This design comes from an exercise in tuning for small area, a short achievable clock period and few clock cycles on the open sky130 flow, not from production work.
Function was checked by simulation only, so behaviour that the tests miss may differ from the original.

==> flow/design.v (excerpt) <==
module servo_slew_position_controller
(
    input  logic                        i_clk,
    input  logic                        i_rst_n,
    input  logic                        i_in_valid,
    output logic                        o_in_stall,
    input  logic [sspc_pkg::REQ_W-1:0] i_req_type,
    input  logic signed [sspc_pkg::ANGLE_W-1:0] i_angle,
    input  logic signed [sspc_pkg::DIR_W-1:0] i_direction,
    output logic                        o_out_valid,
    input  logic                        i_out_stall,
    output logic [sspc_pkg::PULSE_W-1:0] o_pulse_width,
    output logic [sspc_pkg::PULSE_W-1:0] o_target_width,
    output logic                        o_pwm_write,
    input  logic                        i_cfg_valid,
    output logic                        o_cfg_ready,
    input  logic [sspc_pkg::CFG_IDX_W-1:0] i_cfg_index,
    input  logic [sspc_pkg::CFG_DAT_W-1:0] i_cfg_data
);
Size: about 3500 cells after synthesis, roughly 29000 µm² of cells after synthesis.
export LEC_CHECK = 0
export ABC_AREA = 1
export CAP_MARGIN = 20
export CORE_MARGIN = 2
export CORE_UTILIZATION = 40
export SETUP_SLACK_MARGIN = 5
export SLEW_MARGIN = 20
create_clock -name core_clock -period 11.0 [get_ports {i_clk}]
standard.sh (not shown) runs the stock make flow with config.mk's settings and CLKGATE_MAP_FILE= SYNTH_SCRIPT=/design/flow/synth_recipe.tcl, a recipe that flattens the netlist after the stock synthesis.
==> flow/flow/run.sh <==
#!/bin/bash
set -euo pipefail
MARGIN=${MARGIN:-5.9}
sed "s/SETUP_SLACK_MARGIN=5/SETUP_SLACK_MARGIN=${MARGIN}/" standard.sh > standard_margin.sh
grep -q "SETUP_SLACK_MARGIN=${MARGIN}" standard_margin.sh
bash standard_margin.sh > flow.log 2>&1
Testbench counts at the start, summed over its fixed seeds: cycles 7,632.
==> next run, changes <==
--- a/flow/flow/run.sh
+++ b/flow/flow/run.sh
@@ -2,3 +2,3 @@
 set -euo pipefail
-MARGIN=${MARGIN:-5.9}
+MARGIN=${MARGIN:-5.6}
 sed "s/SETUP_SLACK_MARGIN=5/SETUP_SLACK_MARGIN=${MARGIN}/" standard.sh > standard_margin.sh
Area after synthesis does not change.
Setup slack got worse by 0.30 ns.
Cell area went down by 0.55%.
Critical path depth stays the same.
Routed wire length goes down by 0.53%.
Clock skew is about the same.
Flip-flop and latch count stays the same.
First-iteration DRC count increases by 1.6%.
Global-route usage stays flat.
Utilization shrinks by 0.25 points.

========
Another version of the RTL of servo_slew_position_controller (not shown whole).
Size in the first run: roughly 3,000 cells after synthesis, roughly 320 flip-flops, roughly 67 I/O pins, ~28,000 um2 of cells after synthesis.
## servo_slew_position_controller
module servo_slew_position_controller
(
    input  logic                        i_clk,
    input  logic                        i_rst_n,
    input  logic                        i_in_valid,
    output logic                        o_in_stall,
    input  logic [sspc_pkg::REQ_W-1:0] i_req_type,
    input  logic signed [sspc_pkg::ANGLE_W-1:0] i_angle,
    input  logic signed [sspc_pkg::DIR_W-1:0] i_direction,
    output logic                        o_out_valid,
    input  logic                        i_out_stall,
    output logic [sspc_pkg::PULSE_W-1:0] o_pulse_width,
    output logic [sspc_pkg::PULSE_W-1:0] o_target_width,
    output logic                        o_pwm_write,
    input  logic                        i_cfg_valid,
    output logic                        o_cfg_ready,
    input  logic [sspc_pkg::CFG_IDX_W-1:0] i_cfg_index,
    input  logic [sspc_pkg::CFG_DAT_W-1:0] i_cfg_data
);
    localparam logic [2:0] OP_NOP  = 3'd0;
    localparam logic [2:0] OP_TICK = 3'd1;
    localparam logic [2:0] OP_MAP  = 3'd2;    
    localparam logic [2:0] OP_REL  = 3'd3;    
    localparam logic [2:0] OP_CUR  = 3'd4;    
    localparam logic [2:0] OP_PL   = 3'd5;    
    localparam logic [2:0] OP_PH   = 3'd6;    
    logic signed [9:0]  r_deg_low, r_deg_high, r_home;
    logic [11:0]        r_pls_low, r_pls_high, r_step;
    always_ff @(posedge i_clk) begin
        if (!i_rst_n) begin
            r_deg_low  <= DEG_LOW_RST;
            r_deg_high <= DEG_HIGH_RST;
            r_pls_low  <= PLS_LOW_RST;
            r_pls_high <= PLS_HIGH_RST;
            r_step     <= STEP_RST;
            r_home     <= HOME_DEG_RST;
        end else if (i_cfg_valid) begin
            case (i_cfg_index)
                3'd0: r_deg_low  <= $signed(i_cfg_data[9:0]);
                3'd1: r_deg_high <= $signed(i_cfg_data[9:0]);
                3'd2: r_pls_low  <= i_cfg_data;
                3'd3: r_pls_high <= i_cfg_data;
                3'd4: r_step     <= i_cfg_data;
                3'd5: r_home     <= $signed(i_cfg_data[9:0]);
                default: ;
            endcase
  ...
Settings: LEC_CHECK=0, CAP_MARGIN=20, CORE_MARGIN=2, CORE_UTILIZATION=40, SETUP_SLACK_MARGIN=5, SLEW_MARGIN=20; clock period 11.0 ns.
==> flow/flow/run.sh <==
#!/bin/bash
set -euo pipefail
MARGIN=${MARGIN:-5.6}
sed "s/SETUP_SLACK_MARGIN=5/SETUP_SLACK_MARGIN=${MARGIN}/" standard.sh > standard_margin.sh
grep -q "SETUP_SLACK_MARGIN=${MARGIN}" standard_margin.sh
bash standard_margin.sh > flow.log 2>&1
The baseline produced a clean layout.
Testbench counts at the start, summed over its fixed seeds: cycles 7,632.
Next try:
--- a/flow/flow/run.sh
+++ b/flow/flow/run.sh
@@ -3 +3 @@
-MARGIN=${MARGIN:-5.6}
+MARGIN=${MARGIN:-6.0}
The new run ran to the end with no violations.
Worst hold slack improves by 0.017 ns.
Critical path depth stays the same.
Wire length rises by 1.0%.
Count of clock-buffer cells in the layout is lower by 3.
Utilization goes up by 0.81 points.
Die area does not change.
Next try:
==> flow/run.sh (new file) <==
#!/bin/bash
# synth_recipe.tcl (not shown) runs the flow's synth.tcl, then flattens the netlist and writes it again
# the make line also repeats each setting of config.mk as NAME=value (left out here)
make -C /OpenROAD-flow-scripts/flow DESIGN_CONFIG=/design/flow/config.mk WORK_HOME=/design/flow/orfs CLKGATE_MAP_FILE= SYNTH_SCRIPT=/design/flow/synth_recipe.tcl finish
removed: flow/flow/run.sh
removed: flow/standard.sh
What happened: The new run passed the timing, design-rule and antenna checks; global-route usage goes down by 0.26 points; maximum frequency decreases by 8.8%; die area stays the same; routed wire length goes down by 1.9%.
Next try:
==> flow/flow/run.sh (new file) <==
#!/bin/bash
set -euo pipefail
MARGIN=${MARGIN:-6.4}
sed "s/SETUP_SLACK_MARGIN=5/SETUP_SLACK_MARGIN=${MARGIN}/" standard.sh > standard_margin.sh
grep -q "SETUP_SLACK_MARGIN=${MARGIN}" standard_margin.sh
bash standard_margin.sh > flow.log 2>&1
==> flow/standard.sh (new file) <==
#!/bin/bash
# synth_recipe.tcl (not shown) runs the flow's synth.tcl, then flattens the netlist and writes it again
# the make line also repeats each setting of config.mk as NAME=value (left out here)
make -C /OpenROAD-flow-scripts/flow DESIGN_CONFIG=/design/flow/config.mk WORK_HOME=/design/flow/orfs CLKGATE_MAP_FILE= SYNTH_SCRIPT=/design/flow/synth_recipe.tcl "${@:-finish}"
removed: flow/run.sh
Outcome: The new run completed without violations; setup slack gains 0.46 ns; worst hold slack gains 0.0046 ns; routed wire length went up by 6.9%; via count went up by 4.2%; synthesized cell count stays the same; clock-buffer cell count went up by 2.

========
servo_slew_position_controller with an RTL version that a note above also has.
Size in the first run: ~350 flip-flops, about 67 I/O pins.
// servo_slew_position_controller
module servo_slew_position_controller
(
    input  logic                        i_clk,
    input  logic                        i_rst_n,
    input  logic                        i_in_valid,
    output logic                        o_in_stall,
    input  logic [sspc_pkg::REQ_W-1:0] i_req_type,
    input  logic signed [sspc_pkg::ANGLE_W-1:0] i_angle,
    input  logic signed [sspc_pkg::DIR_W-1:0] i_direction,
    output logic                        o_out_valid,
    input  logic                        i_out_stall,
    output logic [sspc_pkg::PULSE_W-1:0] o_pulse_width,
    output logic [sspc_pkg::PULSE_W-1:0] o_target_width,
    output logic                        o_pwm_write,
    input  logic                        i_cfg_valid,
    output logic                        o_cfg_ready,
    input  logic [sspc_pkg::CFG_IDX_W-1:0] i_cfg_index,
    input  logic [sspc_pkg::CFG_DAT_W-1:0] i_cfg_data
);
clock: 11.0 ns
lec_check: 0
abc_area: 1
cap_margin: 20
core_margin: 2
core_utilization: 40
setup_slack_margin: 5
slew_margin: 20
==> flow/flow/run.sh <==
#!/bin/bash
set -euo pipefail
MARGIN=${MARGIN:-6.8}
sed "s/SETUP_SLACK_MARGIN=5/SETUP_SLACK_MARGIN=${MARGIN}/" standard.sh > standard_margin.sh
grep -q "SETUP_SLACK_MARGIN=${MARGIN}" standard_margin.sh
bash standard_margin.sh > flow.log 2>&1
Testbench counts at the start, summed over its fixed seeds: cycles 7,632.
Rerun with:
--- a/flow/flow/run.sh
+++ b/flow/flow/run.sh
@@ -2,3 +2,3 @@
 set -euo pipefail
-MARGIN=${MARGIN:-6.8}
+MARGIN=${MARGIN:-5.6}
 sed "s/SETUP_SLACK_MARGIN=5/SETUP_SLACK_MARGIN=${MARGIN}/" standard.sh > standard_margin.sh
ABC_AREA = unset   (was 1)
After rerunning:
- The changed run ran to the end with no violations
- core utilization went down by 2.1 points
- clock skew barely changes
- count of clock-buffer cells in the layout went down by 8
Rerun with:
--- a/flow/flow/run.sh
+++ b/flow/flow/run.sh
@@ -2,3 +2,3 @@
 set -euo pipefail
-MARGIN=${MARGIN:-5.6}
+MARGIN=${MARGIN:-6.5}
 sed "s/SETUP_SLACK_MARGIN=5/SETUP_SLACK_MARGIN=${MARGIN}/" standard.sh > standard_margin.sh
ABC_AREA = 1   (was unset)
Maximum frequency climbs by roughly a tenth.
Worst setup slack gets better by 570 ps.
Worst hold slack is better by 16 ps.
Clock skew went down by 12 ps.
Synthesized cell count goes up by about a fifth.
Clock-buffer cell count does not change.
Global-route usage increases by 0.57 points.
Sequential share of layout area goes down by 0.45 points.
Critical path depth stays the same.

========
Another version of the RTL of servo_slew_position_controller (not shown whole).
Size in the first run: about 3400 cells after synthesis, ~350 flip-flops, about 67 I/O pins, ~28000 sq um of cells after synthesis.
==> flow/config.mk <==
export PLATFORM = sky130hd
export DESIGN_NAME = servo_slew_position_controller
export DESIGN_NICKNAME = servo_slew_position_controller
export VERILOG_FILES = /design/flow/design.v
export SDC_FILE = /design/flow/constraint.sdc
export NUM_CORES = 4
export LEC_CHECK = 0
export ABC_AREA = 1
export CAP_MARGIN = 20
export CORE_MARGIN = 2
export CORE_UTILIZATION = 40
export SETUP_SLACK_MARGIN = 5
export SLEW_MARGIN = 20
==> flow/constraint.sdc <==
create_clock -name core_clock -period 11.0 [get_ports {i_clk}]
set_input_delay 2.2000 -clock core_clock [delete_from_list [all_inputs] [get_ports {i_clk}]]
set_output_delay 2.2000 -clock core_clock [all_outputs]
set_load 0.01 [all_outputs]
==> flow/flow/run.sh <==
#!/bin/bash
set -euo pipefail
MARGIN=${MARGIN:-6.0}
sed "s/SETUP_SLACK_MARGIN=5/SETUP_SLACK_MARGIN=${MARGIN}/" standard.sh > standard_margin.sh
grep -q "SETUP_SLACK_MARGIN=${MARGIN}" standard_margin.sh
bash standard_margin.sh > flow.log 2>&1
Testbench counts at the start, summed over its fixed seeds: cycles 7,632.
Change:
--- a/flow/flow/run.sh
+++ b/flow/flow/run.sh
@@ -3 +3 @@
-MARGIN=${MARGIN:-6.0}
+MARGIN=${MARGIN:-6.2}
=>
- worst setup slack gains 100 ps
- via count stays flat
- sequential share of layout area barely changes
- cell count is about the same
- area after synthesis does not change
- cell area stays flat
- utilization is higher by 0.13 points
- non-clock buffer count is lower by 2

[static timing again, ports no longer ideal]
Ports are ideal in the flow. The routed layouts listed here were re-timed in OpenROAD.
Step 1: set_driving_cell puts a clkbuf_16 on i_clk and a buf_2 on each other input, an assumption about the parent block.
Step 2, shift: input delay + t, output delay - t, t = (earliest + latest rising clock arrival at the registers) / 2. This alone moves slack from input paths to output paths.
Slacks: ideal / step 1 / step 2; pairs: ideal / step 1.
run | shift t [ns] | slack for setup (ns) | latest minus earliest clock arrival (ns)
the first run of note 1 | 0.624 | 5.990 / 5.941 / 5.543 | 0.013 / 0.014
the second run of note 1 | 0.623 | 5.690 / 5.653 / 5.366 | 0.014 / 0.013
the first run of note 2 | 0.613 | 5.535 / 5.535 / 5.387 | 0.034 / 0.034
the second run of note 2 | 0.607 | 5.635 / 5.635 / 5.605 | 0.025 / 0.025
the third run of note 2 | 0.618 | 5.115 / 5.085 / 4.764 | 0.033 / 0.034
the fourth run of note 2 | 0.612 | 5.578 / 5.578 / 5.578 | 0.034 / 0.034
the first run of note 3 | 0.638 | 6.285 / 6.218 / 6.098 | 0.033 / 0.032
the second run of note 3 | 0.614 | 5.712 / 5.687 / 5.346 | 0.035 / 0.036
the third run of note 3 | 0.619 | 6.281 / 6.206 / 6.078 | 0.020 / 0.021
the first run of note 4 | 0.621 | 6.136 / 6.078 / 5.632 | 0.026 / 0.026
the second run of note 4 | 0.634 | 6.239 / 6.151 / 5.991 | 0.028 / 0.028
After both steps every run listed still meets setup and hold. The setup slack of the first run of note 4, which loses most, moves by -0.058 ns with the drivers and by -0.504 ns with both steps.
